Background: an optimization exercise with open tools, aiming at small area, a short achievable clock period and few clock cycles per item. Do not read the settings as production practice. RTL that was checked went through simulation tests only; none was proved equivalent to the original.

## modular_exponentiation_core
module modular_exponentiation_core #(
    parameter int OPERAND_WIDTH = mexp_pkg::OPERAND_WIDTH_DEF
) (
    input  logic                            clk,
    input  logic                            rst_n,
    input  logic                            start,
    output logic                            busy,
    input  logic signed [OPERAND_WIDTH-1:0] base_value,
    input  logic        [OPERAND_WIDTH-1:0] exponent,
    input  logic        [OPERAND_WIDTH-1:0] modulus,
    output logic        [OPERAND_WIDTH-1:0] power_result,
    output logic                            modulus_zero,
    output logic                            done
);
Size in the first run: ~2000 cells after synthesis, ~280 flip-flops, roughly 130 I/O pins, about 0.019 mm2 of cells after synthesis.
clock: 9.0 ns
lec_check: 0
cap_margin: 20
core_margin: 2
core_utilization: 40
cts_cluster_diameter: 150
cts_cluster_size: 24
setup_slack_margin: 5
slew_margin: 20
synth_hierarchical: 1
synth_minimum_keep_size: 0
standard.sh (not shown) runs the stock make flow with config.mk's settings and CLKGATE_MAP_FILE= SYNTH_SCRIPT=/design/flow/synth_recipe.tcl, a recipe that flattens the netlist after the stock synthesis.
==> flow/flow/run.sh <==
#!/bin/bash
# Standard ORFS layout, with the resizer aiming for more setup slack than
# the design's clock period needs (the constraints are unchanged).
set -euo pipefail
bash standard.sh SETUP_SLACK_MARGIN=6.0 finish > orfs_make.log 2>&1
Next try:
- CTS_CLUSTER_DIAMETER: 150 -> not set
- CTS_CLUSTER_SIZE: 24 -> not set
Result: Setup slack got worse by 0.012 ns. Global-route usage goes up by 0.50 points. Wire length is higher slightly. Sequential cell count is unchanged. Hold slack got worse by 0.0086 ns. Die area does not change. Cell area increases by a few percent. First-iteration DRC count decreases slightly. Critical path depth does not change. Non-clock buffer count went up by 2.
Next try:
==> flow/flow/run.sh (replaced) <==
#!/bin/bash
# Standard ORFS layout with two changes that leave the constraints alone:
# the port buffers are the smallest buffer cell, and the resizer aims for
# more setup slack than the clock period needs.
set -euo pipefail
bash standard.sh "BUFFER_PORTS_ARGS=-buffer_cell sky130_fd_sc_hd__buf_1" SETUP_SLACK_MARGIN=6.0 finish > orfs_make.log 2>&1
Outcome: Routed wire length shrinks by 1.9%. Flip-flop and latch count stays the same. Synthesized cell count stays the same. Via count shrinks by about 1%. Worst hold slack gets better by 0.0032 ns. Core utilization shrinks by 1.6 points. Maximum frequency shrinks by 0.96%. Die area does not change. Final area shrinks by about 3.4%. Clock-buffer cell count grows by 2.
Next try:
==> flow/flow/run.sh (replaced) <==
#!/bin/bash
# Standard ORFS layout, with the resizer aiming for more setup slack than
# the design's clock period needs (the constraints are unchanged).
set -euo pipefail
bash standard.sh SETUP_SLACK_MARGIN=5.7 finish > orfs_make.log 2>&1
Effect:
- count of clock-buffer cells in the layout came out lower by 2
- routed wire length came out higher by 0.37%
- design area came out higher by 2.8%
- die area stays the same
- register-to-register slack degrades by 0.25 ns
No functional check of the RTL was part of any run of this note.


job 105:
modular_exponentiation_core, a different RTL version from the one above (not shown whole).
For scale: about 2100 cells after synthesis, about 290 flip-flops, roughly 130 I/O pins, roughly 20000 um2 of cells after synthesis.
==> flow/config.mk <==
export PLATFORM = sky130hd
export DESIGN_NAME = modular_exponentiation_core
export DESIGN_NICKNAME = modular_exponentiation_core
export VERILOG_FILES = /design/flow/design.v
export SDC_FILE = /design/flow/constraint.sdc
export NUM_CORES = 4
export LEC_CHECK = 0
export CAP_MARGIN = 20
export CORE_MARGIN = 2
export CORE_UTILIZATION = 60
export CTS_BUF_LIST = sky130_fd_sc_hd__clkbuf_4 sky130_fd_sc_hd__clkbuf_8
export CTS_CLUSTER_SIZE = 30
export SETUP_SLACK_MARGIN = 5
export SLEW_MARGIN = 20
export SYNTH_HIERARCHICAL = 1
export SYNTH_MINIMUM_KEEP_SIZE = 0
==> flow/constraint.sdc <==
create_clock -name core_clock -period 9.0 [get_ports {clk}]
set_input_delay 1.8000 -clock core_clock [delete_from_list [all_inputs] [get_ports {clk}]]
set_output_delay 1.8000 -clock core_clock [all_outputs]
set_load 0.01 [all_outputs]
==> flow/flow/run.sh <==
#!/bin/bash
# Standard ORFS layout, with the resizer aiming for more setup slack than
# the design's clock period needs (the constraints are unchanged).
set -euo pipefail
bash standard.sh SETUP_SLACK_MARGIN=6.5 finish > orfs_make.log 2>&1
Testbench counts of job 105, summed over its fixed seeds: cycles 302,768, items 192.
For job 102, these inputs were changed with respect to job 105:
Settings: removing CTS_CLUSTER_SIZE (formerly 30); removing CTS_BUF_LIST (formerly sky130_fd_sc_hd__clkbuf_4 sky130_fd_sc_hd__clkbuf_8); changing CORE_UTILIZATION from 60 to 40.
### Flow results
| ratio of routed vias to standard cells | higher: job 105 |. | worst slack at placement | lower: job 105 |. NOTE cell area reported after detailed placement job 105->job 102 increased slightly. Re area of the placeable core: job 105 and job 102 aren't equal, and the higher value belongs to job 102. Lower maximum number of pins on one net before global-route repair goes to job 105 over job 102.


modular_exponentiation_core, a different RTL version from the one above (not shown whole).
Size: roughly 270 flip-flops, ~130 I/O pins, roughly 17000 sq um of cells after synthesis.
Settings: LEC_CHECK=0, CAP_MARGIN=20, CORE_MARGIN=2, CORE_UTILIZATION=40, CTS_CLUSTER_DIAMETER=150, CTS_CLUSTER_SIZE=24, GPL_ROUTABILITY_DRIVEN=0, PLACE_DENSITY=0.75, SETUP_SLACK_MARGIN=5, SLEW_MARGIN=20, SYNTH_HIERARCHICAL=1, SYNTH_MINIMUM_KEEP_SIZE=0; clock period 9.0 ns.
==> flow/flow/run.sh <==
#!/bin/bash
# Standard ORFS layout with two changes that leave the constraints alone:
# the port buffers are the smallest buffer cell, and the resizer aims for
# more setup slack than the clock period needs.
set -euo pipefail
bash standard.sh "BUFFER_PORTS_ARGS=-buffer_cell sky130_fd_sc_hd__buf_1" SETUP_SLACK_MARGIN=6.0 finish > orfs_make.log 2>&1
Testbench counts at the start, summed over its fixed seeds: cycles 302,768, items 192.
Then changed:
Settings changed: CORE_UTILIZATION 40 to 55, GPL_ROUTABILITY_DRIVEN 0 to default, PLACE_DENSITY 0.75 to default.
Global-route usage goes up by 7.5 points.
Worst setup slack got worse by 0.040 ns.
Register-to-register slack degrades by 0.04 ns.
Fmax shrinks by 1.3%.
Die area is lower by 27%.
Via count is lower by 3.1%.
Cell count came out lower by 7.7%.
Critical path depth stays the same.
Then changed:
Settings changed: CORE_UTILIZATION 55 to 40.
Outcome: The new run produced a clean layout. Wire length climbs by 4.9%. Synthesized cell count does not change. Sequential share of layout area is lower by 0.41 points. Flip-flop and latch count stays the same. Via count came out higher by 1.2%. Setup slack is better by 0.094 ns. First-iteration DRC count is higher by 18%. Non-clock buffer count is unchanged.
Then changed:
==> flow/flow/run.sh (replaced) <==
#!/bin/bash
# Standard ORFS layout with two changes that leave the constraints alone:
# the port buffers are the smallest buffer cell, and the resizer aims for
# more setup slack than the clock period needs.
set -euo pipefail
bash standard.sh "BUFFER_PORTS_ARGS=-buffer_cell sky130_fd_sc_hd__buf_1" SETUP_SLACK_MARGIN=6.15 finish > orfs_make.log 2>&1
Fmax decreases by about 0.8%.
Global-route usage hardly moves.
Design area increases by 2.6%.
Synthesized cell count stays the same.

## what the ideal ports hide
The flow's constraints put no driver on any port. The routed layouts listed below were extracted and timed again, unchanged, in two steps. Step 1 assumes that a clkbuf_16 drives the clock port and a buf_2 every other input. Step 2 moves the port delays by t, midway between the first and last clock arrival at a register: inputs arrive t later, outputs are due t later. That takes back most of the time a late clock gives input paths. Three values: ideal, step 1, step 2; two values: the first two.
run | t, ns | setup slack, ns | hold slack, ns | latest minus earliest clock arrival (ns)
the first run of note 1 | 0.564 | 5.983 / 5.927 / 6.100 | 0.370 / 0.370 / 0.370 | 0.018 / 0.018
the second run of note 1 | 0.605 | 5.970 / 5.917 / 6.083 | 0.361 / 0.361 / 0.361 | 0.018 / 0.018
the third run of note 1 | 0.595 | 5.941 / 5.886 / 6.087 | 0.365 / 0.365 / 0.365 | 0.032 / 0.033
the fourth run of note 1 | 0.603 | 5.824 / 5.771 / 5.836 | 0.358 / 0.358 / 0.358 | 0.017 / 0.017
job 105 | 0.681 | 5.870 / 5.820 / 5.976 | 0.360 / 0.360 / 0.360 | 0.025 / 0.026
job 102 | 0.607 | 5.923 / 5.865 / 6.013 | 0.370 / 0.370 / 0.370 | 0.029 / 0.029
the first run of note 3 | 0.562 | 5.901 / 5.901 / 5.901 | 0.358 / 0.358 / 0.358 | 0.040 / 0.041
the second run of note 3 | 0.557 | 5.861 / 5.861 / 5.861 | 0.366 / 0.366 / 0.366 | 0.039 / 0.039
the third run of note 3 | 0.554 | 5.955 / 5.930 / 5.955 | 0.388 / 0.388 / 0.388 | 0.038 / 0.038
the fourth run of note 3 | 0.573 | 5.930 / 5.930 / 5.930 | 0.367 / 0.367 / 0.367 | 0.031 / 0.031
After both steps setup and hold are still met in every run listed.
